This is an optimization exercise on Yosys and OpenROAD, whose aim is small area, a short achievable clock period and few clock cycles per item, not a production implementation. Function was checked by simulation only, so behaviour that the tests miss may differ from the original. Power figures rest on the tool's default switching activity, not on a simulated workload.

==> inputs of job 1126 <==
==> flow/design.v (excerpt) <==
module duty_gated_waveform_sample (
   input  logic                                   clock,
   input  logic                                   reset,
   input  logic                                   req_tvalid,
   output logic                                   req_tready,
   input  logic [dgws_pkg::REQ_DATA_BITS-1:0]     req_tdata,   
   output logic                                   rsp_tvalid,
   input  logic                                   rsp_tready,
   output logic [dgws_pkg::RSP_DATA_BITS-1:0]     rsp_tdata,   
   output logic                                   rsp_tuser,   
   input  logic                                   csr_we,
   input  logic [dgws_pkg::CSR_INDEX_BITS-1:0]    csr_index,
   input  logic [dgws_pkg::CSR_DATA_BITS-1:0]     csr_wdata
);
   localparam int NS = 16;   
   logic [16:0] pe_ff;
   logic [3:0][16:0] npe_cp;
   logic [6:0]  duty_ff;
   logic [2:0]  kind_ff;
   logic        wr_pe, wr_duty;
   assign wr_pe   = csr_we && (csr_index == 2'd0);
   assign wr_duty = csr_we && (csr_index == 2'd1);
   always_ff @(posedge clock) begin
      if (reset) begin
         pe_ff   <= 17'd1000;
         duty_ff <= 7'd50;
         kind_ff <= 3'd0;
      end else begin
  ...
make LEC_CHECK=0 CAP_MARGIN=20 CORE_MARGIN=2 CORE_UTILIZATION=65 CTS_BUF_LIST=sky130_fd_sc_hd__clkbuf_8 SETUP_SLACK_MARGIN=3.9 SLEW_MARGIN=20 finish   # period 7.0 ns
run.sh (not shown) runs the stock make flow with config.mk's settings and CLKGATE_MAP_FILE= SYNTH_SCRIPT=/design/flow/synth_recipe.tcl, a recipe that flattens the netlist after the stock synthesis.
==> job 3352: changes against job 1126 <==
--- a/flow/design.v
+++ b/flow/design.v
@@ -97,62 +97,69 @@
    end
 endmodule
 `timescale 1ns / 1ps
 module dgws_shape_a (
    input  logic [15:0] ph,
    input  logic [2:0]  kind,
-   output logic [16:0] f,         
+   output logic [15:0] f,         
    output logic        flat_fall,
+   output logic        tri_fall,
    output logic        hold_max   
 );
    logic [18:0] p5;
-   logic [16:0] two_t;
    logic [7:0]  idx;
    logic        z;
    logic [7:0]  addr;
    logic [10:0] mag;
    always_comb begin
       p5    = {3'b000, ph} + {1'b0, ph, 2'b00};
-      two_t = ph[15] ? 17'(18'h20000 - {1'b0, ph, 1'b0}) : {ph, 1'b0};
       idx   = ph[13:6];
       z     = !ph[14] && (idx == 8'd0);
       addr  = ph[14] ? ~idx : (idx - 8'd1);
       mag   = z ? 11'd0 : dgws_pkg::sine_entry(addr);
       flat_fall = 1'b0;
+      tri_fall  = 1'b0;
       hold_max  = 1'b0;
       case (kind)
-         3'd1: f = {5'b0, ph[15], mag};
-         3'd2: f = two_t;
+         3'd1: f = {4'b0, ph[15], mag};
+         3'd2: begin
+            f        = {ph[14:0], 1'b0};
+            tri_fall = ph[15];
+            hold_max = ph[15] && (ph[14:0] == 15'd0);
+         end
          3'd3: begin
-            f         = {1'b0, p5[15:0]};
+            f         = p5[15:0];
             flat_fall = p5[18];
             hold_max  = !p5[18] && (p5[17:16] != 2'b00);
          end
-         3'd4: f = {1'b0, ph};
+         3'd4: f = ph;
          default: begin
-            f        = {1'b0, ph};
+            f        = ph;
             hold_max = 1'b1;
          end
       endcase
    end
 endmodule
 module dgws_shape_b (
-   input  logic [16:0] f,
+   input  logic [15:0] f,
    input  logic        flat_fall,
+   input  logic        tri_fall,
    input  logic        hold_max,
    input  logic        win,
    input  logic [2:0]  kind,
    output logic [11:0] code
 );
-   logic [28:0] prod;
+   logic        borrow;
+   logic [11:0] m;
    logic [11:0] y;
    logic [11:0] sine_code;
    logic [11:0] shape;
    always_comb begin
-      prod      = {f, 12'b0} - {12'b0, f};
-      y         = prod[27:16];
+      borrow    = (f[3:0] < f[15:12]) || ((f[3:0] == f[15:12]) && (f[11:0] != 12'd0));
+      m         = tri_fall ? ~f[15:4] : f[15:4];
+      y         = m - {11'd0, borrow ^ tri_fall};
       sine_code = f[11] ? {1'b0, ~f[10:0]} : (12'd2047 + {1'b0, f[10:0]});
       if (kind == 3'd1)        shape = sine_code;
       else if (kind[2:1] == 2'b11 || kind == 3'd5) shape = 12'd0;
       else if (hold_max)       shape = 12'd4095;
       else if (flat_fall)      shape = ~y;
       else                     shape = y;
@@ -196,12 +203,13 @@
    always_ff @(posedge clock) begin
       npe_cp <= {npe_cp[2:0], ~pe_ff};
    end
    logic [4:0]  thr_cnt;
    logic [17:0] thr_ff;
    logic [6:0]  thr_rem;
+   logic [1:0]  thr_dig_ff;
    logic        thr_bit_ff;
    logic [16:0] pe_new;
    logic [31:0] thr_pad;
    logic [8:0]  thr_t;
    logic [9:0]  thr_m1, thr_m2, thr_m3;
    logic [1:0]  thr_dig;
@@ -220,23 +228,26 @@
    end
    always_ff @(posedge clock) begin
       if (reset) begin
          thr_cnt    <= 5'd0;
          thr_ff     <= 18'd500;
          thr_rem    <= 7'd0;
+         thr_dig_ff <= 2'd0;
          thr_bit_ff <= 1'b0;
       end else if (wr_pe || wr_duty) begin
-         thr_cnt    <= 5'd17;
+         thr_cnt    <= 5'd18;
          thr_ff     <= 18'd0;
          thr_rem    <= 7'd0;
+         thr_dig_ff <= 2'd0;
          thr_bit_ff <= pe_new[16];
       end else if (thr_cnt != 5'd0) begin
          thr_cnt    <= thr_cnt - 5'd1;
-         thr_ff     <= {thr_ff[16:0], 1'b0} + {16'd0, thr_dig};
+         thr_ff     <= {thr_ff[16:0], 1'b0} + {16'd0, thr_dig_ff};
          thr_rem    <= thr_rem_in;
-         thr_bit_ff <= (thr_cnt >= 5'd2) && thr_pad[5'(thr_cnt - 5'd2)];
+         thr_dig_ff <= (thr_cnt == 5'd1) ? 2'd0 : thr_dig;
+         thr_bit_ff <= (thr_cnt >= 5'd3) && thr_pad[5'(thr_cnt - 5'd3)];
       end
    end
    logic adv;
    logic rdy_ff;
    logic accept;
    logic out_v, sk_v;
@@ -287,31 +298,33 @@
             dw[k] <= win_in;
             dq[k] <= {qin[14:0], qb};
             if (k < NS) drem[k] <= rout;
          end
       end
    end
-   logic [16:0] sa_f;
-   logic        sa_fall, sa_max;
-   logic [16:0] sf_f;
-   logic        sf_fall, sf_max, sf_w, sf_v;
-   dgws_shape_a u_sa (.ph(dq[NS]), .kind(kind_ff), .f(sa_f), .flat_fall(sa_fall), .hold_max(sa_max));
+   logic [15:0] sa_f;
+   logic        sa_fall, sa_tri, sa_max;
+   logic [15:0] sf_f;
+   logic        sf_fall, sf_tri, sf_max, sf_w, sf_v;
+   dgws_shape_a u_sa (.ph(dq[NS]), .kind(kind_ff), .f(sa_f), .flat_fall(sa_fall), .tri_fall(sa_tri),
+                  .hold_max(sa_max));
    always_ff @(posedge clock) begin
       if (reset)    sf_v <= 1'b0;
       else if (adv) sf_v <= dv[NS];
    end
    always_ff @(posedge clock) begin
       if (adv) begin
          sf_f    <= sa_f;
          sf_fall <= sa_fall;
+         sf_tri  <= sa_tri;
          sf_max  <= sa_max;
          sf_w    <= dw[NS];
       end
    end
    logic [11:0] sb_code;
-   dgws_shape_b u_sb (.f(sf_f), .flat_fall(sf_fall), .hold_max(sf_max), .win(sf_w),
+   dgws_shape_b u_sb (.f(sf_f), .flat_fall(sf_fall), .tri_fall(sf_tri), .hold_max(sf_max), .win(sf_w),
                       .kind(kind_ff), .code(sb_code));
    logic take;
    logic out_load;
    assign take     = out_v && rsp_tready;
    assign out_load = !out_v || rsp_tready;
    always_ff @(posedge clock) begin
Settings changed: CORE_UTILIZATION 65 to 70, TNS_END_PERCENT set to 20.
==> job 4205: changes against job 1126 <==
Settings changed: TNS_END_PERCENT set to 20.
==> job 6401: changes against job 1126 <==
--- a/flow/design.v
+++ b/flow/design.v
@@ -173,44 +173,42 @@
    input  logic                                   csr_we,
    input  logic [dgws_pkg::CSR_INDEX_BITS-1:0]    csr_index,
    input  logic [dgws_pkg::CSR_DATA_BITS-1:0]     csr_wdata
 );
    localparam int NS = 16;   
    logic [16:0] pe_ff;
-   logic [3:0][16:0] npe_cp;
+   logic [16:0] npe_ff;     
    logic [6:0]  duty_ff;
    logic [2:0]  kind_ff;
    logic        wr_pe, wr_duty;
    assign wr_pe   = csr_we && (csr_index == 2'd0);
    assign wr_duty = csr_we && (csr_index == 2'd1);
    always_ff @(posedge clock) begin
       if (reset) begin
          pe_ff   <= 17'd1000;
+         npe_ff  <= ~17'd1000;
          duty_ff <= 7'd50;
          kind_ff <= 3'd0;
       end else begin
          if (wr_pe)   pe_ff   <= (csr_wdata == 17'd0) ? 17'd1 : csr_wdata;
+         if (wr_pe)   npe_ff  <= (csr_wdata == 17'd0) ? ~17'd1 : ~csr_wdata;
          if (wr_duty) duty_ff <= csr_wdata[6:0];
          if (csr_we && csr_index == 2'd2) kind_ff <= csr_wdata[2:0];
       end
    end
-   always_ff @(posedge clock) begin
-      npe_cp <= {npe_cp[2:0], ~pe_ff};
-   end
    logic [4:0]  thr_cnt;
    logic [17:0] thr_ff;
    logic [6:0]  thr_rem;
+   logic [1:0]  thr_dig_ff;
    logic        thr_bit_ff;
-   logic [16:0] pe_new;
    logic [31:0] thr_pad;
    logic [8:0]  thr_t;
    logic [9:0]  thr_m1, thr_m2, thr_m3;
    logic [1:0]  thr_dig;
    logic [6:0]  thr_rem_in;
    always_comb begin
-      pe_new  = wr_pe ? ((csr_wdata == 17'd0) ? 17'd1 : csr_wdata) : pe_ff;
       thr_pad = {15'd0, pe_ff};
       thr_t   = {1'b0, thr_rem, 1'b0} + (thr_bit_ff ? {2'b00, duty_ff} : 9'd0);
       thr_m1  = {1'b0, thr_t} - 10'd100;
       thr_m2  = {1'b0, thr_t} - 10'd200;
       thr_m3  = {1'b0, thr_t} - 10'd300;
       if (!thr_m3[9])      begin thr_dig = 2'd3; thr_rem_in = thr_m3[6:0]; end
@@ -220,23 +218,26 @@
    end
    always_ff @(posedge clock) begin
       if (reset) begin
          thr_cnt    <= 5'd0;
          thr_ff     <= 18'd500;
          thr_rem    <= 7'd0;
+         thr_dig_ff <= 2'd0;
          thr_bit_ff <= 1'b0;
       end else if (wr_pe || wr_duty) begin
-         thr_cnt    <= 5'd17;
+         thr_cnt    <= 5'd19;
          thr_ff     <= 18'd0;
          thr_rem    <= 7'd0;
-         thr_bit_ff <= pe_new[16];
+         thr_dig_ff <= 2'd0;
+         thr_bit_ff <= 1'b0;
       end else if (thr_cnt != 5'd0) begin
          thr_cnt    <= thr_cnt - 5'd1;
-         thr_ff     <= {thr_ff[16:0], 1'b0} + {16'd0, thr_dig};
+         thr_ff     <= {thr_ff[16:0], 1'b0} + {16'd0, thr_dig_ff};
          thr_rem    <= thr_rem_in;
-         thr_bit_ff <= (thr_cnt >= 5'd2) && thr_pad[5'(thr_cnt - 5'd2)];
+         thr_dig_ff <= (thr_cnt == 5'd1) ? 2'd0 : thr_dig;
+         thr_bit_ff <= (thr_cnt >= 5'd3) && thr_pad[5'(thr_cnt - 5'd3)];
       end
    end
    logic adv;
    logic rdy_ff;
    logic accept;
    logic out_v, sk_v;
@@ -274,13 +275,13 @@
       end else begin : g_next
          assign rin    = drem[k-1];
          assign qin    = dq[k-1];
          assign vin    = dv[k-1];
          assign win_in = dw[k-1];
       end
-      dgws_div_step u_step (.rem(rin), .npe(npe_cp[(k-1)/4]), .rem_out(rout), .q(qb));
+      dgws_div_step u_step (.rem(rin), .npe((k <= NS/2) ? ~pe_ff : npe_ff), .rem_out(rout), .q(qb));
       always_ff @(posedge clock) begin
          if (reset)    dv[k] <= 1'b0;
          else if (adv) dv[k] <= vin;
       end
       always_ff @(posedge clock) begin
          if (adv) begin
Settings changed: CORE_UTILIZATION 65 to 50, CTS_BUF_LIST sky130_fd_sc_hd__clkbuf_8 to not set.
==> comparison <==
Job 4205 completed without violations. Job 6401 passed the timing, DRC and antenna checks. Job 3352 passed the timing, DRC and antenna checks. Job 1126 produced a clean layout.
The highest global-route usage belongs to job 3352, the lowest to job 6401.
Between job 1126 and job 6401, the lower via count is in job 6401 (gap 6.3%, measured against job 6401).
Setup slack, highest first: job 6401, job 1126, job 4205, job 3352.
Between job 3352 and job 4205, the lower cell area is in job 3352 (gap about 0.23%, measured against job 4205).
Wire length: job 4205 < job 3352 < job 6401 < job 1126.
Between job 6401 and job 1126, the lower worst hold slack is in job 6401 (gap 0.0035 ns).
Against job 6401, the fmax of job 1126 is lower by about 1.2%.
Against job 1126, the clock power of job 3352 is lower by about 4%.
Between job 1126 and job 4205, the lower clock skew is in job 1126 (gap 0.0055 ns).
Non-clock buffer count: job 6401 > job 3352 > job 1126 > job 4205.
First-iteration DRC count: job 4205 > job 1126 > job 3352 > job 6401.
Testbench counts of job 1126, summed over its fixed seeds: cycles 20,832, items 19,200.
Testbench counts of job 3352, summed over its fixed seeds: cycles 20,880, items 19,200.
Testbench counts of job 4205, summed over its fixed seeds: cycles 20,832, items 19,200.
Testbench counts of job 6401, summed over its fixed seeds: cycles 20,928, items 19,200.

[separate check: timing with driven ports]
In the flow no input, the clock included, has a driving cell. The finished layouts below were timed again as built, in two steps. Step 1: set_driving_cell puts a clkbuf_16 on clock and a buf_2 on each other input, an assumption about the parent block. Step 2 moves the port delays by t, midway between the first and last clock arrival at a register: inputs arrive t later, outputs are due t later. That takes back most of the time a late clock gives input paths. Slacks: no drivers / after step 1 / after step 2; pairs: no drivers / after step 1.
run	t (ns)	setup WS [ns]	worst hold slack (ns)
job 1126	0.766	3.764 / 3.764 / 3.144	0.402 / 0.402 / 0.402
job 3352	0.752	3.734 / 3.734 / 3.202	0.404 / 0.404 / 0.404
job 4205	0.781	3.756 / 3.756 / 3.111	0.404 / 0.404 / 0.404
job 6401	0.674	3.803 / 3.803 / 3.203	0.399 / 0.399 / 0.399
After both steps setup and hold are still met in every run listed. For job 4205, which loses most, drivers alone change the setup slack by 0.000 ns; drivers and shift together by -0.645 ns.
